Source: an optimization exercise on an open RTL-to-GDS flow (aim: small area, a short achievable clock period and few clock cycles per item). Production flows keep margins and buffers that such runs may drop.
No run shown here included a check of the RTL's function; only the layout flow was run.
No activity file was given, so power comes from the tool's default toggle rates.

<file path="flow/design.v">
package sp_octet_pkg;
   localparam int DW_DEF = 16;
endpackage
module sp_tg_lane (
   input  logic [23:0] enc0,    
   input  logic [23:0] enc1,    
   input  logic [15:0] b0,
   input  logic [15:0] b1,
   input  logic [15:0] fb0,
   input  logic [15:0] fb1,
   output logic [15:0] row0,
   output logic [15:0] row1
);
   logic [7:0] nx0, nx1;
   logic [15:0] pp0_0;
   logic [13:0] pp0_1;
   logic [11:0] pp0_2;
   logic [9:0] pp0_3;
   logic [7:0] pp0_4;
   logic [5:0] pp0_5;
   logic [3:0] pp0_6;
   logic [1:0] pp0_7;
   logic [15:0] pp1_0;
   logic [13:0] pp1_1;
   logic [11:0] pp1_2;
   logic [9:0] pp1_3;
   logic [7:0] pp1_4;
   logic [5:0] pp1_5;
   logic [3:0] pp1_6;
   logic [1:0] pp1_7;
   logic s9_0, c9_0, s10_1, c10_1, s11_2, c11_2, s11_3, c11_3, s12_4, c12_4, s12_5, c12_5, s12_6, c12_6, s13_7, c13_7, s13_8, c13_8, s13_9, c13_9, s13_10, c13_10, s14_11, c14_11, s14_12, c14_12, s14_13, c14_13, s14_14, c14_14, s14_15, c14_15, s5_16, c5_16, s6_17, c6_17, s7_18, c7_18, s7_19, c7_19, s8_20, c8_20, s8_21, c8_21, s8_22, c8_22, s9_23, c9_23, s9_24, c9_24, s9_25, c9_25, s9_26, c9_26, s10_27, c10_27, s10_28, c10_28, s10_29, c10_29, s10_30, c10_30, s11_31, c11_31, s11_32, c11_32, s11_33, c11_33, s11_34, c11_34, s12_35, c12_35, s12_36, c12_36, s12_37, c12_37, s12_38, c12_38, s13_39, c13_39, s13_40, c13_40, s13_41, c13_41, s13_42, c13_42, s14_43, c14_43, s14_44, c14_44, s14_45, c14_45, s14_46, c14_46, s3_47, c3_47, s4_48, c4_48, s4_49, c4_49, s5_50, c5_50, s5_51, c5_51, s5_52, c5_52, s6_53, c6_53, s6_54, c6_54, s6_55, c6_55, s7_56, c7_56, s7_57, c7_57, s7_58, c7_58, s8_59, c8_59, s8_60, c8_60, s8_61, c8_61, s9_62, c9_62, s9_63, c9_63, s9_64, c9_64, s10_65, c10_65, s10_66, c10_66, s10_67, c10_67, s11_68, c11_68, s11_69, c11_69, s11_70, c11_70, s12_71, c12_71, s12_72, c12_72, s12_73, c12_73, s13_74, c13_74, s13_75, c13_75, s13_76, c13_76, s14_77, c14_77, s14_78, c14_78, s14_79, c14_79, s1_80, c1_80, s2_81, c2_81, s2_82, c2_82, s3_83, c3_83, s3_84, c3_84, s4_85, c4_85, s4_86, c4_86, s5_87, c5_87, s5_88, c5_88, s6_89, c6_89, s6_90, c6_90, s7_91, c7_91, s7_92, c7_92, s8_93, c8_93, s8_94, c8_94, s9_95, c9_95, s9_96, c9_96, s10_97, c10_97, s10_98, c10_98, s11_99, c11_99, s11_100, c11_100, s12_101, c12_101, s12_102, c12_102, s13_103, c13_103, s13_104, c13_104, s14_105, c14_105, s14_106, c14_106, s0_107, c0_107, s1_108, c1_108, s2_109, c2_109, s3_110, c3_110, s4_111, c4_111, s5_112, c5_112, s6_113, c6_113, s7_114, c7_114, s8_115, c8_115, s9_116, c9_116, s10_117, c10_117, s11_118, c11_118, s12_119, c12_119, s13_120, c13_120, s14_121, c14_121, s0_122, c0_122, s1_123, c1_123, s2_124, c2_124, s3_125, c3_125, s4_126, c4_126, s5_127, c5_127, s6_128, c6_128, s7_129, c7_129, s8_130, c8_130, s9_131, c9_131, s10_132, c10_132, s11_133, c11_133, s12_134, c12_134, s13_135, c13_135, s14_136, c14_136, x15_0, x15_1, x15_2, x15_3, x15_4, x15_5, x15_6, x15_7, x15_8, x15_9, x15_10, x15_11, x15_12, x15_13, x15_14, x15_15, x15_16, x15_17, x15_18, x15_19, x15_20, x15_21, x15_22, x15_23, x15_24, x15_25, x15_26, x15_27, x15_28, x15_29, x15_30, x15_31, x15_32, x15_33;
   for (genvar j = 0; j < 8; j++) begin : g_pp0
      logic one, two, neg;
      logic [16:0] bx;
      logic [15-2*j:0] row;
      assign one = enc0[3*j];
      assign two = enc0[3*j+1];
      assign neg = enc0[3*j+2];
      assign bx = {b0, 1'b0};
      assign row[0] = one & bx[1];
      for (genvar k = 1; k < 16 - 2*j; k++) begin : g_bit
         assign row[k] = ((one & bx[k+1]) | (two & bx[k])) ^ neg;
      end
      assign nx0[j] = neg & ~row[0];
      if (j == 0) assign pp0_0 = row;
      if (j == 1) assign pp0_1 = row;
      if (j == 2) assign pp0_2 = row;
      if (j == 3) assign pp0_3 = row;
      if (j == 4) assign pp0_4 = row;
      if (j == 5) assign pp0_5 = row;
      if (j == 6) assign pp0_6 = row;
      if (j == 7) assign pp0_7 = row;
   end
   for (genvar j = 0; j < 8; j++) begin : g_pp1
      logic one, two, neg;
      logic [16:0] bx;
      logic [15-2*j:0] row;
      assign one = enc1[3*j];
      assign two = enc1[3*j+1];
      assign neg = enc1[3*j+2];
      assign bx = {b1, 1'b0};
      assign row[0] = one & bx[1];
      for (genvar k = 1; k < 16 - 2*j; k++) begin : g_bit
         assign row[k] = ((one & bx[k+1]) | (two & bx[k])) ^ neg;
      end
      assign nx1[j] = neg & ~row[0];
      if (j == 0) assign pp1_0 = row;
      if (j == 1) assign pp1_1 = row;
      if (j == 2) assign pp1_2 = row;
      if (j == 3) assign pp1_3 = row;
      if (j == 4) assign pp1_4 = row;
      if (j == 5) assign pp1_5 = row;
      if (j == 6) assign pp1_6 = row;
      if (j == 7) assign pp1_7 = row;
   end
   sp_ha u_ha0 (.a(fb1[9]), .b(pp0_0[9]), .s(s9_0), .co(c9_0));
   sp_fa u_fa1 (.a(fb1[10]), .b(pp0_0[10]), .c(pp0_1[8]), .s(s10_1), .co(c10_1));
   sp_fa u_fa2 (.a(fb1[11]), .b(pp0_0[11]), .c(pp0_1[9]), .s(s11_2), .co(c11_2));
   sp_fa u_fa3 (.a(pp0_2[7]), .b(pp0_3[5]), .c(pp0_4[3]), .s(s11_3), .co(c11_3));
   sp_fa u_fa4 (.a(fb1[12]), .b(pp0_0[12]), .c(pp0_1[10]), .s(s12_4), .co(c12_4));
   sp_fa u_fa5 (.a(pp0_2[8]), .b(pp0_3[6]), .c(pp0_4[4]), .s(s12_5), .co(c12_5));
   sp_ha u_ha6 (.a(pp0_5[2]), .b(pp0_6[0]), .s(s12_6), .co(c12_6));
   sp_fa u_fa7 (.a(fb1[13]), .b(pp0_0[13]), .c(pp0_1[11]), .s(s13_7), .co(c13_7));
   sp_fa u_fa8 (.a(pp0_2[9]), .b(pp0_3[7]), .c(pp0_4[5]), .s(s13_8), .co(c13_8));
   sp_fa u_fa9 (.a(pp0_5[3]), .b(pp0_6[1]), .c(nx0[6]), .s(s13_9), .co(c13_9));
   sp_fa u_fa10 (.a(pp1_0[13]), .b(pp1_1[11]), .c(pp1_2[9]), .s(s13_10), .co(c13_10));
   sp_fa u_fa11 (.a(fb1[14]), .b(pp0_0[14]), .c(pp0_1[12]), .s(s14_11), .co(c14_11));
   sp_fa u_fa12 (.a(pp0_2[10]), .b(pp0_3[8]), .c(pp0_4[6]), .s(s14_12), .co(c14_12));
   sp_fa u_fa13 (.a(pp0_5[4]), .b(pp0_6[2]), .c(pp0_7[0]), .s(s14_13), .co(c14_13));
   sp_fa u_fa14 (.a(pp1_0[14]), .b(pp1_1[12]), .c(pp1_2[10]), .s(s14_14), .co(c14_14));
   sp_ha u_ha15 (.a(pp1_3[8]), .b(pp1_4[6]), .s(s14_15), .co(c14_15));
   sp_ha u_ha16 (.a(fb1[5]), .b(pp0_0[5]), .s(s5_16), .co(c5_16));
   sp_fa u_fa17 (.a(fb1[6]), .b(pp0_0[6]), .c(pp0_1[4]), .s(s6_17), .co(c6_17));
   sp_fa u_fa18 (.a(fb1[7]), .b(pp0_0[7]), .c(pp0_1[5]), .s(s7_18), .co(c7_18));
   sp_fa u_fa19 (.a(pp0_2[3]), .b(pp0_3[1]), .c(nx0[3]), .s(s7_19), .co(c7_19));
   sp_fa u_fa20 (.a(fb1[8]), .b(pp0_0[8]), .c(pp0_1[6]), .s(s8_20), .co(c8_20));
   sp_fa u_fa21 (.a(pp0_2[4]), .b(pp0_3[2]), .c(pp0_4[0]), .s(s8_21), .co(c8_21));
   sp_ha u_ha22 (.a(pp1_0[8]), .b(pp1_1[6]), .s(s8_22), .co(c8_22));
   sp_fa u_fa23 (.a(pp0_1[7]), .b(pp0_2[5]), .c(pp0_3[3]), .s(s9_23), .co(c9_23));
   sp_fa u_fa24 (.a(pp0_4[1]), .b(nx0[4]), .c(pp1_0[9]), .s(s9_24), .co(c9_24));
   sp_fa u_fa25 (.a(pp1_1[7]), .b(pp1_2[5]), .c(pp1_3[3]), .s(s9_25), .co(c9_25));
   sp_ha u_ha26 (.a(pp1_4[1]), .b(nx1[4]), .s(s9_26), .co(c9_26));
   sp_fa u_fa27 (.a(pp0_2[6]), .b(pp0_3[4]), .c(pp0_4[2]), .s(s10_27), .co(c10_27));
   sp_fa u_fa28 (.a(pp0_5[0]), .b(pp1_0[10]), .c(pp1_1[8]), .s(s10_28), .co(c10_28));
   sp_fa u_fa29 (.a(pp1_2[6]), .b(pp1_3[4]), .c(pp1_4[2]), .s(s10_29), .co(c10_29));
   sp_fa u_fa30 (.a(pp1_5[0]), .b(c9_0), .c(s10_1), .s(s10_30), .co(c10_30));
   sp_fa u_fa31 (.a(pp0_5[1]), .b(nx0[5]), .c(pp1_0[11]), .s(s11_31), .co(c11_31));
   sp_fa u_fa32 (.a(pp1_1[9]), .b(pp1_2[7]), .c(pp1_3[5]), .s(s11_32), .co(c11_32));
   sp_fa u_fa33 (.a(pp1_4[3]), .b(pp1_5[1]), .c(nx1[5]), .s(s11_33), .co(c11_33));
   sp_fa u_fa34 (.a(c10_1), .b(s11_2), .c(s11_3), .s(s11_34), .co(c11_34));
   sp_fa u_fa35 (.a(pp1_0[12]), .b(pp1_1[10]), .c(pp1_2[8]), .s(s12_35), .co(c12_35));
   sp_fa u_fa36 (.a(pp1_3[6]), .b(pp1_4[4]), .c(pp1_5[2]), .s(s12_36), .co(c12_36));
   sp_fa u_fa37 (.a(pp1_6[0]), .b(s12_6), .c(c11_2), .s(s12_37), .co(c12_37));
   sp_fa u_fa38 (.a(c11_3), .b(s12_4), .c(s12_5), .s(s12_38), .co(c12_38));
   sp_fa u_fa39 (.a(pp1_3[7]), .b(pp1_4[5]), .c(pp1_5[3]), .s(s13_39), .co(c13_39));
   sp_fa u_fa40 (.a(pp1_6[1]), .b(nx1[6]), .c(c12_6), .s(s13_40), .co(c13_40));
   sp_fa u_fa41 (.a(c12_4), .b(c12_5), .c(s13_7), .s(s13_41), .co(c13_41));
   sp_fa u_fa42 (.a(s13_8), .b(s13_9), .c(s13_10), .s(s13_42), .co(c13_42));
   sp_fa u_fa43 (.a(pp1_5[4]), .b(pp1_6[2]), .c(pp1_7[0]), .s(s14_43), .co(c14_43));
   sp_fa u_fa44 (.a(s14_15), .b(c13_7), .c(c13_8), .s(s14_44), .co(c14_44));
   sp_fa u_fa45 (.a(c13_9), .b(c13_10), .c(s14_11), .s(s14_45), .co(c14_45));
   sp_fa u_fa46 (.a(s14_12), .b(s14_13), .c(s14_14), .s(s14_46), .co(c14_46));
   sp_fa u_fa47 (.a(fb1[3]), .b(pp0_0[3]), .c(pp0_1[1]), .s(s3_47), .co(c3_47));
   sp_fa u_fa48 (.a(fb1[4]), .b(pp0_0[4]), .c(pp0_1[2]), .s(s4_48), .co(c4_48));
   sp_ha u_ha49 (.a(pp0_2[0]), .b(pp1_0[4]), .s(s4_49), .co(c4_49));
   sp_fa u_fa50 (.a(pp0_1[3]), .b(pp0_2[1]), .c(nx0[2]), .s(s5_50), .co(c5_50));
   sp_fa u_fa51 (.a(pp1_0[5]), .b(pp1_1[3]), .c(pp1_2[1]), .s(s5_51), .co(c5_51));
   sp_ha u_ha52 (.a(nx1[2]), .b(s5_16), .s(s5_52), .co(c5_52));
   sp_fa u_fa53 (.a(pp0_2[2]), .b(pp0_3[0]), .c(pp1_0[6]), .s(s6_53), .co(c6_53));
   sp_fa u_fa54 (.a(pp1_1[4]), .b(pp1_2[2]), .c(pp1_3[0]), .s(s6_54), .co(c6_54));
   sp_fa u_fa55 (.a(c5_16), .b(s6_17), .c(fb0[6]), .s(s6_55), .co(c6_55));
   sp_fa u_fa56 (.a(pp1_0[7]), .b(pp1_1[5]), .c(pp1_2[3]), .s(s7_56), .co(c7_56));
   sp_fa u_fa57 (.a(pp1_3[1]), .b(nx1[3]), .c(c6_17), .s(s7_57), .co(c7_57));
   sp_fa u_fa58 (.a(s7_18), .b(s7_19), .c(fb0[7]), .s(s7_58), .co(c7_58));
   sp_fa u_fa59 (.a(pp1_2[4]), .b(pp1_3[2]), .c(pp1_4[0]), .s(s8_59), .co(c8_59));
   sp_fa u_fa60 (.a(s8_22), .b(c7_18), .c(c7_19), .s(s8_60), .co(c8_60));
   sp_fa u_fa61 (.a(s8_20), .b(s8_21), .c(fb0[8]), .s(s8_61), .co(c8_61));
   sp_fa u_fa62 (.a(c8_22), .b(s9_26), .c(s9_0), .s(s9_62), .co(c9_62));
   sp_fa u_fa63 (.a(c8_20), .b(c8_21), .c(s9_23), .s(s9_63), .co(c9_63));
   sp_fa u_fa64 (.a(s9_24), .b(s9_25), .c(fb0[9]), .s(s9_64), .co(c9_64));
   sp_fa u_fa65 (.a(c9_26), .b(c9_23), .c(c9_24), .s(s10_65), .co(c10_65));
   sp_fa u_fa66 (.a(c9_25), .b(s10_27), .c(s10_28), .s(s10_66), .co(c10_66));
   sp_fa u_fa67 (.a(s10_29), .b(s10_30), .c(fb0[10]), .s(s10_67), .co(c10_67));
   sp_fa u_fa68 (.a(c10_27), .b(c10_28), .c(c10_29), .s(s11_68), .co(c11_68));
   sp_fa u_fa69 (.a(s11_31), .b(s11_32), .c(s11_33), .s(s11_69), .co(c11_69));
   sp_fa u_fa70 (.a(c10_30), .b(s11_34), .c(fb0[11]), .s(s11_70), .co(c11_70));
   sp_fa u_fa71 (.a(c11_31), .b(c11_32), .c(c11_33), .s(s12_71), .co(c12_71));
   sp_fa u_fa72 (.a(s12_35), .b(s12_36), .c(c11_34), .s(s12_72), .co(c12_72));
   sp_fa u_fa73 (.a(s12_37), .b(s12_38), .c(fb0[12]), .s(s12_73), .co(c12_73));
   sp_fa u_fa74 (.a(c12_35), .b(c12_36), .c(s13_39), .s(s13_74), .co(c13_74));
   sp_fa u_fa75 (.a(s13_40), .b(c12_37), .c(c12_38), .s(s13_75), .co(c13_75));
   sp_fa u_fa76 (.a(s13_41), .b(s13_42), .c(fb0[13]), .s(s13_76), .co(c13_76));
   sp_fa u_fa77 (.a(c13_39), .b(s14_43), .c(c13_40), .s(s14_77), .co(c14_77));
   sp_fa u_fa78 (.a(c13_41), .b(c13_42), .c(s14_44), .s(s14_78), .co(c14_78));
   sp_fa u_fa79 (.a(s14_45), .b(s14_46), .c(fb0[14]), .s(s14_79), .co(c14_79));
   sp_fa u_fa80 (.a(fb1[1]), .b(pp0_0[1]), .c(nx0[0]), .s(s1_80), .co(c1_80));
   sp_fa u_fa81 (.a(fb1[2]), .b(pp0_0[2]), .c(pp0_1[0]), .s(s2_81), .co(c2_81));
   sp_ha u_ha82 (.a(pp1_0[2]), .b(pp1_1[0]), .s(s2_82), .co(c2_82));
   sp_fa u_fa83 (.a(nx0[1]), .b(pp1_0[3]), .c(pp1_1[1]), .s(s3_83), .co(c3_83));
   sp_fa u_fa84 (.a(nx1[1]), .b(s3_47), .c(fb0[3]), .s(s3_84), .co(c3_84));
   sp_fa u_fa85 (.a(pp1_1[2]), .b(pp1_2[0]), .c(s4_49), .s(s4_85), .co(c4_85));
   sp_fa u_fa86 (.a(c3_47), .b(s4_48), .c(fb0[4]), .s(s4_86), .co(c4_86));
   sp_fa u_fa87 (.a(c4_49), .b(c4_48), .c(s5_50), .s(s5_87), .co(c5_87));
   sp_fa u_fa88 (.a(s5_51), .b(s5_52), .c(fb0[5]), .s(s5_88), .co(c5_88));
   sp_fa u_fa89 (.a(c5_50), .b(c5_51), .c(s6_53), .s(s6_89), .co(c6_89));
   sp_fa u_fa90 (.a(s6_54), .b(c5_52), .c(s6_55), .s(s6_90), .co(c6_90));
   sp_fa u_fa91 (.a(c6_53), .b(c6_54), .c(s7_56), .s(s7_91), .co(c7_91));
   sp_fa u_fa92 (.a(s7_57), .b(c6_55), .c(s7_58), .s(s7_92), .co(c7_92));
   sp_fa u_fa93 (.a(c7_56), .b(s8_59), .c(c7_57), .s(s8_93), .co(c8_93));
   sp_fa u_fa94 (.a(s8_60), .b(c7_58), .c(s8_61), .s(s8_94), .co(c8_94));
   sp_fa u_fa95 (.a(c8_59), .b(s9_62), .c(c8_60), .s(s9_95), .co(c9_95));
   sp_fa u_fa96 (.a(s9_63), .b(c8_61), .c(s9_64), .s(s9_96), .co(c9_96));
   sp_fa u_fa97 (.a(c9_62), .b(c9_63), .c(s10_65), .s(s10_97), .co(c10_97));
   sp_fa u_fa98 (.a(s10_66), .b(c9_64), .c(s10_67), .s(s10_98), .co(c10_98));
   sp_fa u_fa99 (.a(c10_65), .b(c10_66), .c(s11_68), .s(s11_99), .co(c11_99));
   sp_fa u_fa100 (.a(s11_69), .b(c10_67), .c(s11_70), .s(s11_100), .co(c11_100));
   sp_fa u_fa101 (.a(c11_68), .b(c11_69), .c(s12_71), .s(s12_101), .co(c12_101));
   sp_fa u_fa102 (.a(s12_72), .b(c11_70), .c(s12_73), .s(s12_102), .co(c12_102));
   sp_fa u_fa103 (.a(c12_71), .b(s13_74), .c(c12_72), .s(s13_103), .co(c13_103));
   sp_fa u_fa104 (.a(s13_75), .b(c12_73), .c(s13_76), .s(s13_104), .co(c13_104));
   sp_fa u_fa105 (.a(c13_74), .b(s14_77), .c(c13_75), .s(s14_105), .co(c14_105));
   sp_fa u_fa106 (.a(s14_78), .b(c13_76), .c(s14_79), .s(s14_106), .co(c14_106));
   sp_ha u_ha107 (.a(fb1[0]), .b(pp0_0[0]), .s(s0_107), .co(c0_107));
   sp_fa u_fa108 (.a(pp1_0[1]), .b(nx1[0]), .c(s1_80), .s(s1_108), .co(c1_108));
   sp_fa u_fa109 (.a(s2_82), .b(c1_80), .c(s2_81), .s(s2_109), .co(c2_109));
   sp_fa u_fa110 (.a(c2_82), .b(c2_81), .c(s3_83), .s(s3_110), .co(c3_110));
   sp_fa u_fa111 (.a(c3_83), .b(s4_85), .c(c3_84), .s(s4_111), .co(c4_111));
   sp_fa u_fa112 (.a(c4_85), .b(s5_87), .c(c4_86), .s(s5_112), .co(c5_112));
   sp_fa u_fa113 (.a(c5_87), .b(s6_89), .c(c5_88), .s(s6_113), .co(c6_113));
   sp_fa u_fa114 (.a(c6_89), .b(s7_91), .c(c6_90), .s(s7_114), .co(c7_114));
   sp_fa u_fa115 (.a(c7_91), .b(s8_93), .c(c7_92), .s(s8_115), .co(c8_115));
   sp_fa u_fa116 (.a(c8_93), .b(s9_95), .c(c8_94), .s(s9_116), .co(c9_116));
   sp_fa u_fa117 (.a(c9_95), .b(s10_97), .c(c9_96), .s(s10_117), .co(c10_117));
   sp_fa u_fa118 (.a(c10_97), .b(s11_99), .c(c10_98), .s(s11_118), .co(c11_118));
   sp_fa u_fa119 (.a(c11_99), .b(s12_101), .c(c11_100), .s(s12_119), .co(c12_119));
   sp_fa u_fa120 (.a(c12_101), .b(s13_103), .c(c12_102), .s(s13_120), .co(c13_120));
   sp_fa u_fa121 (.a(c13_103), .b(s14_105), .c(c13_104), .s(s14_121), .co(c14_121));
   sp_ha u_ha122 (.a(pp1_0[0]), .b(s0_107), .s(s0_122), .co(c0_122));
   sp_fa u_fa123 (.a(c0_107), .b(s1_108), .c(fb0[1]), .s(s1_123), .co(c1_123));
   sp_fa u_fa124 (.a(c1_108), .b(s2_109), .c(fb0[2]), .s(s2_124), .co(c2_124));
   sp_fa u_fa125 (.a(c2_109), .b(s3_110), .c(s3_84), .s(s3_125), .co(c3_125));
   sp_fa u_fa126 (.a(c3_110), .b(s4_86), .c(s4_111), .s(s4_126), .co(c4_126));
   sp_fa u_fa127 (.a(s5_88), .b(c4_111), .c(s5_112), .s(s5_127), .co(c5_127));
   sp_fa u_fa128 (.a(c5_112), .b(s6_113), .c(s6_90), .s(s6_128), .co(c6_128));
   sp_fa u_fa129 (.a(c6_113), .b(s7_92), .c(s7_114), .s(s7_129), .co(c7_129));
   sp_fa u_fa130 (.a(s8_94), .b(c7_114), .c(s8_115), .s(s8_130), .co(c8_130));
   sp_fa u_fa131 (.a(s9_96), .b(c8_115), .c(s9_116), .s(s9_131), .co(c9_131));
   sp_fa u_fa132 (.a(s10_98), .b(c9_116), .c(s10_117), .s(s10_132), .co(c10_132));
   sp_fa u_fa133 (.a(s11_100), .b(c10_117), .c(s11_118), .s(s11_133), .co(c11_133));
   sp_fa u_fa134 (.a(s12_102), .b(c11_118), .c(s12_119), .s(s12_134), .co(c12_134));
   sp_fa u_fa135 (.a(s13_104), .b(c12_119), .c(s13_120), .s(s13_135), .co(c13_135));
   sp_fa u_fa136 (.a(s14_106), .b(c13_120), .c(s14_121), .s(s14_136), .co(c14_136));
   assign x15_0 = fb1[15] ^ pp0_0[15];
   assign x15_1 = pp0_1[13] ^ pp0_2[11];
   assign x15_2 = pp0_3[9] ^ pp0_4[7];
   assign x15_3 = pp0_5[5] ^ pp0_6[3];
   assign x15_4 = pp0_7[1] ^ nx0[7];
   assign x15_5 = pp1_0[15] ^ pp1_1[13];
   assign x15_6 = pp1_2[11] ^ pp1_3[9];
   assign x15_7 = pp1_4[7] ^ pp1_5[5];
   assign x15_8 = pp1_6[3] ^ pp1_7[1];
   assign x15_9 = nx1[7] ^ x15_0;
   assign x15_10 = x15_1 ^ x15_2;
   assign x15_11 = x15_3 ^ x15_4;
   assign x15_12 = x15_5 ^ x15_6;
   assign x15_13 = x15_7 ^ x15_8;
   assign x15_14 = c14_15 ^ c14_11;
   assign x15_15 = c14_12 ^ c14_13;
   assign x15_16 = c14_14 ^ c14_43;
   assign x15_17 = x15_9 ^ x15_10;
   assign x15_18 = x15_11 ^ x15_12;
   assign x15_19 = x15_13 ^ x15_14;
   assign x15_20 = x15_15 ^ x15_16;
   assign x15_21 = x15_17 ^ x15_18;
   assign x15_22 = c14_44 ^ x15_19;
   assign x15_23 = x15_20 ^ c14_45;
   assign x15_24 = c14_46 ^ x15_21;
   assign x15_25 = c14_77 ^ x15_22;
   assign x15_26 = x15_23 ^ x15_24;
   assign x15_27 = fb0[15] ^ c14_78;
   assign x15_28 = x15_25 ^ x15_26;
   assign x15_29 = x15_27 ^ x15_28;
   assign x15_30 = c14_79 ^ c14_105;
   assign x15_31 = x15_29 ^ x15_30;
   assign x15_32 = c14_106 ^ x15_31;
   assign x15_33 = x15_32 ^ c14_121;
   assign row0 = {c14_136, c13_135, c12_134, c11_133, c10_132, c9_131, c8_130, c7_129, c6_128, c5_127, c4_126, c3_125, c2_124, c1_123, c0_122, s0_122};
   assign row1 = {x15_33, s14_136, s13_135, s12_134, s11_133, s10_132, s9_131, s8_130, s7_129, s6_128, s5_127, s4_126, s3_125, s2_124, s1_123, fb0[0]};
endmodule
module sp_fa (input logic a, b, c, output logic s, co);
   assign s  = a ^ b ^ c;
   assign co = (a & b) | (a & c) | (b & c);
endmodule
module sp_ha (input logic a, b, output logic s, co);
   assign s  = a ^ b;
   assign co = a & b;
endmodule
module sp_octet_tiled
#(
   parameter int NUM_TG = 2,
   parameter int DW     = sp_octet_pkg::DW_DEF,
   parameter int KW     = 8
)
(
   input  logic                   clk,
   input  logic                   rstn,
   input  logic                   start,
   input  logic [KW-1:0]          k_steps,
   output logic                   busy,
   input  logic                   c_valid,
   output logic                   c_ready,
   input  logic [NUM_TG*4*DW-1:0] c_data,
   input  logic                   ab_valid,
   output logic                   ab_ready,
   input  logic [NUM_TG*4*DW-1:0] a_data,
   input  logic [NUM_TG*8-1:0]    idx_data,
   input  logic [8*DW-1:0]        b_data,
   output logic                   out_valid,
   input  logic                   out_ready,
   output logic [NUM_TG*4*DW-1:0] out_data
);
   logic          cur_v, cur_first, nxt_v;
   logic [KW-1:0] cur_rem, nxt_k, k_eff;
   logic          cur_last;
   logic          st_acc, ab_hs, out_hs;
   logic          x_v, x_first, x_last;
   logic          y_fin;        
   logic          drain;        
   logic          c_seen;       
   logic          cur_v_n, cur_first_n, nxt_v_n;
   logic [KW-1:0] cur_rem_n, nxt_k_n;
   logic          x_v_n, x_first_n, x_last_n, y_fin_n, c_seen_n, out_valid_n;
   logic          c_ready_n, ab_ready_n, out_block_n, c_ok_n, cur_last_n;
   assign k_eff    = (k_steps == '0) ? KW'(1) : k_steps;
   assign cur_last = (cur_rem == KW'(1));
   assign busy     = nxt_v;
   assign st_acc   = start & ~nxt_v;
   assign ab_hs    = ab_valid & ab_ready;
   assign out_hs   = out_valid & out_ready;
   assign drain    = y_fin & (~out_valid | out_ready);
   always_comb begin
      cur_v_n     = cur_v;
      cur_first_n = cur_first;
      cur_rem_n   = cur_rem;
      nxt_v_n     = nxt_v;
      nxt_k_n     = nxt_k;
      if (!cur_v || (ab_hs && cur_last)) begin
         if (nxt_v) begin
            cur_v_n     = 1'b1;
            cur_first_n = 1'b1;
            cur_rem_n   = nxt_k;
            nxt_v_n     = 1'b0;
         end else if (start) begin
            cur_v_n     = 1'b1;
            cur_first_n = 1'b1;
            cur_rem_n   = k_eff;
         end else begin
            cur_v_n     = 1'b0;
         end
      end else begin
         if (ab_hs) begin
            cur_first_n = 1'b0;
            cur_rem_n   = cur_rem - KW'(1);
         end
         if (st_acc) begin
            nxt_v_n = 1'b1;
            nxt_k_n = k_eff;
         end
      end
      cur_last_n = (cur_rem_n == KW'(1));
      x_v_n     = ab_hs;
      x_first_n = cur_first;
      x_last_n  = cur_last;
      y_fin_n   = (x_v && x_last) ? 1'b1 : drain ? 1'b0 : y_fin;
      c_ready_n = x_v_n & x_first_n;
      c_seen_n  = c_valid & ~c_ready;
      c_ok_n    = c_seen_n & ~c_ready_n;
      out_valid_n = drain ? 1'b1 : out_hs ? 1'b0 : out_valid;
      out_block_n = (y_fin_n & out_valid_n) | (x_v_n & x_last_n & (out_valid_n | y_fin_n));
      ab_ready_n  = cur_v_n & (~cur_first_n | c_ok_n) & ~out_block_n;
   end
   always_ff @(posedge clk) begin
      if (!rstn) begin
         cur_v     <= 1'b0;
         cur_first <= 1'b0;
         cur_rem   <= '0;
         nxt_v     <= 1'b0;
         nxt_k     <= '0;
         x_v       <= 1'b0;
         x_first   <= 1'b0;
         x_last    <= 1'b0;
         y_fin     <= 1'b0;
         c_seen    <= 1'b0;
         out_valid <= 1'b0;
         c_ready   <= 1'b0;
         ab_ready  <= 1'b0;
      end else begin
         cur_v     <= cur_v_n;
         cur_first <= cur_first_n;
         cur_rem   <= cur_rem_n;
         nxt_v     <= nxt_v_n;
         nxt_k     <= nxt_k_n;
         x_v       <= x_v_n;
         x_first   <= x_first_n;
         x_last    <= x_last_n;
         y_fin     <= y_fin_n;
         c_seen    <= c_seen_n;
         out_valid <= out_valid_n;
         c_ready   <= c_ready_n;
         ab_ready  <= ab_ready_n;
      end
   end
   logic [8*24-1:0]        enc_in, xenc;
   logic [16*DW-1:0]       bsel_in, xbsel;
   logic [8*DW-1:0]        y0, y1, r0, r1, res;
   for (genvar w = 0; w < 8; w++) begin : g_enc
      logic [16:0] wx;
      assign wx = {a_data[w*DW +: DW], 1'b0};
      for (genvar j = 0; j < 8; j++) begin : g_dig
         logic x2, x1, x0;
         assign x2 = wx[2*j+2];
         assign x1 = wx[2*j+1];
         assign x0 = wx[2*j];
         assign enc_in[24*w+3*j] = x1 ^ x0;
         assign enc_in[24*w+3*j+1] = (x2 & ~x1 & ~x0) | (~x2 & x1 & x0);
         assign enc_in[24*w+3*j+2] = x2;
      end
   end
   for (genvar q = 0; q < 8; q++) begin : g_sel
      for (genvar c = 0; c < 2; c++) begin : g_col
         logic [1:0] i;
         assign i = idx_data[2*q +: 2];
         assign bsel_in[(2*q+c)*DW +: DW] = b_data[(4*c + i)*DW +: DW];
      end
   end
   always_ff @(posedge clk) begin
      xenc  <= enc_in;
      xbsel <= bsel_in;
   end
   logic [8*DW-1:0] fb0, fb1;
   assign fb0 = x_first ? c_data : y0;
   assign fb1 = x_first ? '0 : y1;
   for (genvar t = 0; t < NUM_TG; t++) begin : g_tg
      for (genvar r = 0; r < 2; r++) begin : g_row
         for (genvar c = 0; c < 2; c++) begin : g_col
            localparam int L = 4*t + 2*r + c;
            localparam int Q = 4*t + 2*r;
            sp_tg_lane u_lane (
               .enc0 (xenc[24*Q +: 24]),
               .enc1 (xenc[24*(Q+1) +: 24]),
               .b0   (xbsel[(2*Q + c)*DW +: DW]),
               .b1   (xbsel[(2*(Q+1) + c)*DW +: DW]),
               .fb0  (fb0[L*DW +: DW]),
               .fb1  (fb1[L*DW +: DW]),
               .row0 (r0[L*DW +: DW]),
               .row1 (r1[L*DW +: DW])
            );
         end
      end
   end
   always_ff @(posedge clk) begin
      if (x_v) begin
         y0 <= r0;
         y1 <= r1;
      end
   end
   for (genvar l = 0; l < 8; l++) begin : g_res
      always_ff @(posedge clk) begin
         if (drain) res[l*DW +: DW] <= y0[l*DW +: DW] + y1[l*DW +: DW];
      end
   end
   assign out_data = res;
endmodule
</file>
<file path="flow/run.sh">
#!/bin/bash
# synth_recipe.tcl (not shown) runs the flow's synth.tcl, then flattens the netlist and writes it again
# the make line also repeats each setting of config.mk as NAME=value (left out here)
make -C /OpenROAD-flow-scripts/flow DESIGN_CONFIG=/design/flow/config.mk WORK_HOME=/design/flow/orfs CLKGATE_MAP_FILE= SYNTH_SCRIPT=/design/flow/synth_recipe.tcl finish
</file>
<file path="flow/config.mk">
export PLATFORM = sky130hd
export DESIGN_NAME = sp_octet_tiled
export DESIGN_NICKNAME = sp_octet_tiled
export VERILOG_FILES = /design/flow/design.v
export SDC_FILE = /design/flow/constraint.sdc
export NUM_CORES = 4
export LEC_CHECK = 0
export CAP_MARGIN = 20
export CORE_MARGIN = 2
export CORE_UTILIZATION = 40
export SLEW_MARGIN = 20
export SYNTH_HIERARCHICAL = 1
export SYNTH_MINIMUM_KEEP_SIZE = 0
</file>
<file path="flow/constraint.sdc">
create_clock -name core_clock -period 12.0 [get_ports {clk}]
set_input_delay 2.4000 -clock core_clock [delete_from_list [all_inputs] [get_ports {clk}]]
set_output_delay 2.4000 -clock core_clock [all_outputs]
set_load 0.01 [all_outputs]
</file>
==> summary.txt, run 1 <==
After synthesis the cells add up to 82600 um^2. For the worst setup path, the data required time is 12.52 ns. Once placement finished, the instance area stood at 88100 um^2.

The DRC marker count from the first detailed-route iteration is 6510. Of the available clock period, the critical path in the final layout requires 45.6%. The core footprint is 205000 um^2. The number of buffers inserted for hold repair after clock tree synthesis came out at 0.

The worst path arrival time came out at 5.99 ns. The aggregate negative setup slack is 0 ns. The worst register-to-register path has a depth of 13. The maximum net fanout on the critical path is 42.

The hold path startpoint is nxt_k[0]$_SDFFE_PN0P_. For this block, the routed nets add up to 300000 um of wire. The maximum clock skew at final layout is 0.0459 ns. The mean cell area of the mapped netlist is 12.2 um^2.

The maximum vdd drop came out at 375 uV. The standard-cell row count is 166. The delay of the slowest cell on the worst path is 0.59 ns.

The via count of the first global-routing pass is 60.6k. After detailed routing, the number of remaining DRC violations is 0. The routed length per placed instance is 31.1 um.

The clock tree from TritonCTS is done. The global-route congestion overflow total is 0. The sequential-to-total area share from yosys stat is 25.5%. The number of maximum-capacitance constraint violations is 0.

The horizontal die dimension came out at 458 um. The final-report max-slew violation count is 0. The worst hold slack across all endpoints came out at 0.488 ns. The sequential cell area came out at 21000 um^2.

In this run the critical register-to-register path is captured at y1[111]$_DFFE_PP_. Setup repair after global routing left no endpoint under its margin. Net switching is 40.5% of the power. The synthesis-stage register bit count came out at 858. The highest clock rate came out at 183 MHz. The remaining number of nets flagged by the antenna check after routing is 0. The signal on the critical path passes through buf_4, buf_4, nor2b_1, fa_1, fa_1, fa_1, fa_1, fa_1, xnor2_1, xnor2_1, xnor2_1, xnor2_1, xnor3_1. The ratio of cells with drive above 1 in the final layout is 10.6%. The H-tree was split into 3 levels.

The number of nets at the end of the flow is 8434. The number of antenna violations at the first check in global routing was 112. The overall power after layout came out at 27.8 mW. The static power due to leakage is 32.2 nW.

Setup violations remaining at the end of the flow were counted as 0. The wire length of the first global-routing pass is 434000 um. The detailed placer's ending HPWL is 226000 um. Among cell families on the critical path, the largest total delay comes from adder cells. After synthesis, the share of flip-flops with an asynchronous set or reset is 0%.

The share of power burned in the clock network came out at 12.1%. The clock tree root buffer cell is sky130_fd_sc_hd__clkbuf_16. The setup slack of the worst register-to-register path came out at 6.53 ns. Counting every sink on the clock net gives 858. The terminating pin of the worst hold path is nxt_k[0]$_SDFFE_PN0P_.

The critical path contains buffers and inverters numbering 2 combined. The floorplan step defined a die boundary enclosing 210000 um^2. The finished layout holds 9650 standard cells, fillers aside.

The number of gates given a new drive strength after cts came out at 0. The share of total power in sequential cells came out at 21.2%. The endpoint class of the critical path is a flip-flop.

The setup path with the least slack is of type reg -> reg. On the critical path, the stage with the largest delay is an instance of sky130_fd_sc_hd__buf_4. Once the clock tree was built, the setup fixing pass inserted 0 buffers.

The number of nets in the synthesized netlist came out at 8426. Clock-pin slew was measured on the worst setup and hold paths at 0.06 ns. The die span in y came out at 458 um.

The gate count after technology mapping came out at 6786. The summed area of non-filler cells in the final layout came out at 92000 um^2. The post-layout minimum cycle time came out at 5.47 ns. The area of combinational cells with multiple inputs is 57300 um^2. The headroom to the max-slew limit is 25.1%. The switching power is 11.3 mW.

The pre-CTS setup slack is 6.22 ns. Including well taps, the total number of placed cells is 9373. The depth of the worst hold-timing path came out at 2. The min-delay analysis places its worst path in the category reg -> reg.

The critical path's most frequent cell is sky130_fd_sc_hd__fa_1. For this design the ratio of total power to cell area is 303 nW/um^2. During placement, the flow inserted port buffers numbering 545. From synthesis to final layout, the design area changed by 11.4%. The count of unique library cells instantiated by Yosys came out at 70. Setup slack closes at 6.53 ns.

The overall global routing resource usage is 28.4%. The vias per cell came out at 6.02. The launch instance of the worst register-to-register path is x_first$_SDFF_PN0_. Cells fill 44.9% of the core in the end. The clock reaches the later pin of the worst-skew pair after 0.79 ns. At the pin with the least slew margin, the transition time is 1.12 ns. The count of endpoints failing hold in the final timing report was 0. STA classifies the critical path startpoint as a flip-flop. The number of vias after detailed routing is 58.1k. Buffers inserted during clock tree synthesis total 107. The number of fillers in the final layout came out at 18.8k. The main flop type after synthesis is sky130_fd_sc_hd__dfxtp_1. The number of enable-type register cells in the synthesized netlist is 384. Entering global routing, the biggest net connects 116 pins.

The initial standard-cell utilization of the core is 40.3%. The count of warnings emitted by yosys came out at 7. During I/O placement, the number of pins put on the boundary was 546. The first-pass iteration count of the detailed router is 6.

The buffer depth of the longest clock path came out at 3. The combinational fraction of design power is 66.7%. The cell internal power dissipation is 16.5 mW. The flow ran to the end and the layout has no timing, DRC or antenna violations. The congestion estimate from routability-driven global placement came to 1.01.
-- worst max path at each step --
stage | from | end | slack [ns] | cells past startpoint
CTS | x_first$_SDFF_PN0_ | y1[111]$_DFFE_PP_ | 6.53 | 13
global placement | c_data[29] | y1[31]$_DFFE_PP_ | 6.24 | 10
floorplan | x_v$_SDFF_PN0_ | ab_ready$_SDFF_PN0_ | 5.03 | 4
finish | x_first$_SDFF_PN0_ | y1[111]$_DFFE_PP_ | 6.53 | 13
global route | x_first$_SDFF_PN0_ | y1[111]$_DFFE_PP_ | 6.27 | 13
detailed placement | c_data[29] | y1[31]$_DFFE_PP_ | 6.22 | 10
-- cells in the final DEF, fill, tap and decap left out, drive strengths merged, types with 11 or more instances in the layout --
master	netlist	final
clkinv	0	27
nor2	70	70
inv	21	42
xnor2	1257	1257
nor2b	256	256
nand3	26	26
mux2	130	130
nand2	58	58
a31oi	11	11
clkdlybuf4s50	0	532
and2	133	133
clkbuf	362	149
xnor3	32	32
a21o	44	44
mux2i	13	13
a21oi	96	96
nand3b	59	59
a22oi	1026	1026
ha	210	210
nand2b	65	65
dfxtp	474	474
diode	0	74
edfxtp	384	384
a211oi	15	15
mux4	256	256
buf	404	133
nor3	11	11
xor2	137	137
fa	1016	1016
o21ai	110	110
-- worst register-to-register path: stages, from the launching register on --
cell	delay, ns
sky130_fd_sc_hd__dfxtp_4	0.58
sky130_fd_sc_hd__buf_4	0.46
sky130_fd_sc_hd__buf_4	0.62
sky130_fd_sc_hd__nor2b_1	0.21
sky130_fd_sc_hd__fa_1	0.58
sky130_fd_sc_hd__fa_1	0.46
sky130_fd_sc_hd__fa_1	0.51
sky130_fd_sc_hd__fa_1	0.40
sky130_fd_sc_hd__fa_1	0.39
sky130_fd_sc_hd__xnor2_1	0.15
sky130_fd_sc_hd__xnor2_1	0.21
sky130_fd_sc_hd__xnor2_1	0.16
sky130_fd_sc_hd__xnor2_1	0.14
sky130_fd_sc_hd__xnor3_1	0.40
-- cell type report --
type / count / share of cell area (%)
Inverter: 21 / 0.0857
Timing Repair Buffer: 665 / 6.85
Clock buffer: 149 / 3.39
Antenna cell: 74 / 0.201
Sequential cell: 858 / 22.9
Clock inverter: 54 / 0.569
Tap cell: 2688 / 3.66
Multi-Input combinational cell: 5141 / 62.4
-- cells in the mapped netlist, drive strengths merged (96+ instances only) --
master	count	area share, %
xnor2	1257	13
a22oi	1026	9.3
fa	1016	25
dfxtp	474	11
buf	404	3.3
edfxtp	384	14
clkbuf	362	1.6
mux4	256	7.0
nor2b	256	1.9
ha	210	3.2
xor2	137	1.5
and2	133	1.0
mux2	130	1.8
o21ai	110	0.67
a21oi	96	0.58
-- kinds of logic (layout without fill, tap and decap cells) --
kind of cell	Yosys count	after routing	synth area share, %
compound gates	1379	1379	12.0
xor+xnor	1426	1426	15.7
fa+ha+maj	1226	1226	27.8
buf+inv	787	889	5.08
flops	858	858	25.5
mux	399	399	8.91
other cells	0	74	0
simple gates	711	711	5.08
-- per-module statistics from Yosys (local to each module, per instance) --
module,flip-flops and latches,cells
sp_ha,0,1
sp_fa,0,1
sp_octet_tiled,858,2482
sp_tg_lane,0,401
-- registers in the layout, indices dropped and copies added (netlist names), 8 cells and up --
| signal | count |
|---|---|
| y0 | 128 |
| nxt_k | 8 |
| xbsel | 256 |
| cur_rem | 8 |
| xenc | 192 |
| y1 | 128 |
| res | 128 |
-- power groups by stage --
stage	Combinational, mW	Clock [mW]	Sequential (mW)
after detailed placement	18.6	0	5.91
after global placement	18.2	0	5.91
after floorplan	20.5	0	5.49
after global routing	21.0	3.54	5.91
final	18.6	3.36	5.89
after CTS	18.8	3.44	5.86
-- per-layer routing --
| layer | part of all wire [%] | GRT usage, % |
|---|---|---|
| met5 | 0.016 | 0 |
| met4 | 6.7 | 17.7 |
| met3 | 8.2 | 5.42 |
| met2 | 48 | 45.6 |
| met1 | 37 | 35.2 |
==> inputs of run 2 (changes only) <==
--- a/flow/config.mk
+++ b/flow/config.mk
@@ -5,6 +5,7 @@
 export SDC_FILE = /design/flow/constraint.sdc
 export NUM_CORES = 4
 export LEC_CHECK = 0
+export ABC_CLOCK_PERIOD_IN_PS = 3000
 export CAP_MARGIN = 20
 export CORE_MARGIN = 2
 export CORE_UTILIZATION = 40
==> summary.txt, run 2 <==
The flow ran to the end and the layout has no timing, DRC or antenna violations. The CTS clock-pin slew for the worst setup and hold paths came to 0.06 ns (about the same). The final weighted congestion of routability-driven global placement is 1.01 (unchanged). The top cell types in the final layout, fill and taps aside, are 1257 x sky130_fd_sc_hd__xnor2_1, 1026 x sky130_fd_sc_hd__a22oi_1, 1016 x sky130_fd_sc_hd__fa_1, 532 x sky130_fd_sc_hd__clkdlybuf4s50_1, 461 x sky130_fd_sc_hd__dfxtp_1. The layout-stage area growth over the synthesis result came out at 11.4% (unchanged). After global routing, the most crowded layer is met2.

The sequential-to-total area share from yosys stat is 25.5% (unchanged). The aggregate negative setup slack came out at 0 ns (unchanged). The overall global routing resource usage was 28.4% (unchanged).

The via count of the first global-routing pass came to 60.6k (unchanged). The detailed placer's ending HPWL is 226000 um (unchanged). The number of nets in the synthesized netlist was 8426 (unchanged). The latest clock arrival within the worst-skew pair came to 0.79 ns (about the same). The static power due to leakage came out at 32.2 nW (unchanged). The first-pass iteration count of the detailed router is 6 (unchanged). The highest clock rate is 183 MHz (unchanged). The count of endpoints failing hold in the final timing report came to 0 (unchanged). The global-route congestion overflow total came to 0 (unchanged). The number of port buffers is 545 (unchanged). The horizontal die dimension is 458 um (unchanged). The clock tree from TritonCTS is done. The mean cell area of the mapped netlist came out at 12.2 um^2 (unchanged). By startpoint and endpoint, the worst setup path is classified as reg -> reg. The number of buffers inserted for hold repair after clock tree synthesis came out at 0 (unchanged). The worst setup path is launched from a flip-flop. The number of gates given a new drive strength after cts is 0 (unchanged). The number of maximum-capacitance constraint violations is 0 (unchanged).

The maximum net fanout on the critical path came out at 42 (unchanged). The standard-cell row count came out at 166 (unchanged). The synthesis-stage register bit count is 858 (unchanged). The routed wire length was 300000 um (unchanged). The headroom to the max-slew limit was 25.1% (unchanged).

The number of failing setup endpoints in the final timing report came to 0 (unchanged). The core footprint was 205000 um^2 (unchanged). The count of unique library cells instantiated by Yosys came to 70 (unchanged). The register with the most flip-flops in the final layout is xbsel. The maximum level of the CTS H-tree is 3 (unchanged). The met3 usage came to 5.42% (unchanged). The setup slack of the worst register-to-register path is 6.53 ns (about the same). The depth of the worst hold-timing path is 2 (unchanged).

The number of nets at the end of the flow came out at 8434 (unchanged). The most used flip-flop cell after synthesis is sky130_fd_sc_hd__dfxtp_1. The residual DRC count came out at 0 (unchanged). The pin count of the biggest net entering global routing is 116 (unchanged). The buffer depth of the longest clock path came out at 3 (unchanged). The worst endpoint required time was 12.52 ns (about the same). The worst path arrival time is 5.99 ns (about the same). The gate count after technology mapping came out at 6786 (unchanged).

The worst-margin pin slew came out at 1.12 ns (unchanged). The die span in y is 458 um (unchanged). sky130_fd_sc_hd__xnor2_1 is the most common cell in the netlist. The initial standard-cell utilization of the core is 40.3% (unchanged). The DRC marker count from the first detailed-route iteration came to 6510 (unchanged). The post-layout minimum cycle time came out at 5.47 ns (unchanged).

The number of flip-flops under the largest register name is 256 (unchanged). The number of vias after detailed routing came out at 58.1k (unchanged). The number of clock sinks is 858 (unchanged). Setup repair after global routing left no endpoint under its margin. By area the synthesized netlist is led by sky130_fd_sc_hd__fa_1 25%, sky130_fd_sc_hd__edfxtp_1 14%, sky130_fd_sc_hd__xnor2_1 13%, sky130_fd_sc_hd__dfxtp_1 11%, sky130_fd_sc_hd__a22oi_1 9.3%. The number of antenna violations at the first check in global routing is 112 (unchanged). In the final layout, the registers with the most flip-flops are xbsel: 256 flops, xenc: 192 flops. The commonest cells after synthesis are 1257 x sky130_fd_sc_hd__xnor2_1, 1026 x sky130_fd_sc_hd__a22oi_1, 1016 x sky130_fd_sc_hd__fa_1, 474 x sky130_fd_sc_hd__dfxtp_1, 384 x sky130_fd_sc_hd__edfxtp_1. The number of setup buffers added after CTS is 0 (unchanged).

The count of warnings emitted by yosys came out at 7 (unchanged). The area of the die came out at 210000 um^2 (unchanged). The class of the worst hold path is reg -> reg.

The area of the mapped netlist came out at 82600 um^2 (unchanged). The wire length of the first global-routing pass was 434000 um (unchanged). The length in cells of the worst reg-to-reg path came out at 13 (unchanged). STA classifies the critical path endpoint as a flip-flop. The library cell used most frequently in the layout, excluding fill and tap cells, is sky130_fd_sc_hd__xnor2_1. The clock buffer count from CTS came out at 107 (unchanged). The number of fillers in the final layout is 18.8k (unchanged).

The global-route track usage on met1 came to 35.2% (unchanged). The maximum vdd drop came out at 375 uV (unchanged). The worst hold slack across all endpoints is 0.488 ns (unchanged). The vias per cell is 6.02 (unchanged). The final-report max-slew violation count is 0 (unchanged). The global-route track usage on met2 came to 45.6% (unchanged). The remaining number of nets flagged by the antenna check after routing is 0 (unchanged).

The ratio of cells with drive above 1 in the final layout is 10.6% (unchanged). The biggest area contributor in the post-synthesis netlist is sky130_fd_sc_hd__fa_1. The boundary pin count came to 546 (unchanged). Clock tree synthesis selected as its root buffer the cell sky130_fd_sc_hd__clkbuf_16.

The maximum clock skew at final layout is 0.0459 ns (unchanged). The ratio of final minimum period to clock period came to 45.6% (unchanged). The share of flip-flops with an asynchronous set or reset was 0% (unchanged). The power density of the placed cells is 303 nW/um^2 (unchanged). The number of enable-type register cells in the synthesized netlist came out at 384 (unchanged). The routed length per placed instance is 31.1 um (unchanged). The top cell type's share of synthesized area is 24.6% (unchanged).
run 2: cell counts in the layout (fill, tap and decap cells not counted):
Identical to the previous run, type by type.
run 2: report_power, final:
group,switching [mW],total [mW],internal [mW]
sequential,0.721,5.89,5.17
clock,1.44,3.36,1.92
combinational,9.12,18.6,9.45
run 2: final timing paths:
check	startpoint	end
worst max register to register	x_first$_SDFF_PN0_	y1[111]$_DFFE_PP_
worst max-delay path	x_first$_SDFF_PN0_	y1[111]$_DFFE_PP_
worst min register to register	nxt_k[0]$_SDFFE_PN0P_	nxt_k[0]$_SDFFE_PN0P_
worst min-delay path	nxt_k[0]$_SDFFE_PN0P_	nxt_k[0]$_SDFFE_PN0P_
run 2: critical path, stage by stage (launching register included):
cell and delay (ns):
sky130_fd_sc_hd__dfxtp_4 0.58, sky130_fd_sc_hd__buf_4 0.43, sky130_fd_sc_hd__buf_4 0.59, sky130_fd_sc_hd__nor2b_1 0.16, sky130_fd_sc_hd__fa_1 0.58, sky130_fd_sc_hd__fa_1 0.46, sky130_fd_sc_hd__fa_1 0.51, sky130_fd_sc_hd__fa_1 0.40
sky130_fd_sc_hd__fa_1 0.39, sky130_fd_sc_hd__xnor2_1 0.15, sky130_fd_sc_hd__xnor2_1 0.21, sky130_fd_sc_hd__xnor2_1 0.16, sky130_fd_sc_hd__xnor2_1 0.14, sky130_fd_sc_hd__xnor3_1 0.40
run 2: per-stage QoR:
stage	cell area, um^2	power (mW)	cells	utilization [%]	setup WS [ns]
6_report	92000	27.8	9650	44.9	6.53
5_1_grt	92000	30.5	9648	44.9	6.27
4_1_cts	91800	28.1	9576	44.8	6.53
3_5_place_dp	88100	24.5	9373	43.0	6.22
3_3_place_gp	88100	24.1	9373	43.0	6.24
2_1_floorplan	82600	26.0	6786	-	5.03
run 2: cells by family after synthesis:
group	synth area share, %
and+or+nand+nor	5.08
DFF	25.5
buffers and inverters	5.08
AOI/OAI and AO/OA	12.0
adders and majority gates	27.8
muxes	8.91
xor gates and xnor gates	15.7
run 2: modules after synthesis (local to each module, per instance):
module          times used  cells  area (um^2)  flip-flops and latches
sp_ha                   88      1         12.5                       0
sp_tg_lane               8    401         3060                       0
sp_fa                 1008      1         20.0                       0
sp_octet_tiled           1   2482        36800                     858
run 2: cell type report:
cell class              instances  area (um^2)  area share [%]
inverters                      21         78.8          0.0857
clock buffers                 149         3120            3.39
multi-input cells            5141        57300            62.4
well taps                    2688         3360            3.66
diodes                         74          185           0.201
flip-flops and latches        858        21000            22.9
clock inverters                54          523           0.569
repair buffers                665         6300            6.85
run 2: metal layers:
layer | share of wire, % | vias to the layer above
met5 | 0.016 | -
met4 | 6.7 | 8
met3 | 8.2 | 752
met2 | 48 | 3192
met1 | 37 | 30100
li1 | - | 24000

==> what the ideal ports hide <==
Ports are ideal in the flow. The routed layouts listed here were re-timed in OpenROAD. Step 1: set_driving_cell puts a clkbuf_16 on clk and a buf_2 on each other input, an assumption about the parent block. Step 2 times the ports against the registers' clock, not the clock port: input delays grow and output delays shrink by t, the midpoint of the rising clock arrivals with the driver on. a / b / c = ideal / step 1 / step 2; a / b = the first two.
run | t, ns | setup slack, ns | worst hold slack (ns) | latest minus earliest clock arrival (ns) | slew at the worst register clock pin (ns)
run 1 | 0.865 | 6.531 / 6.531 / 6.246 | 0.488 / 0.488 / 0.488 | 0.056 / 0.055 | 0.07 / 0.07
run 2 | 0.865 | 6.531 / 6.531 / 6.246 | 0.488 / 0.488 / 0.488 | 0.056 / 0.055 | 0.07 / 0.07
After both steps every run listed still meets setup and hold.
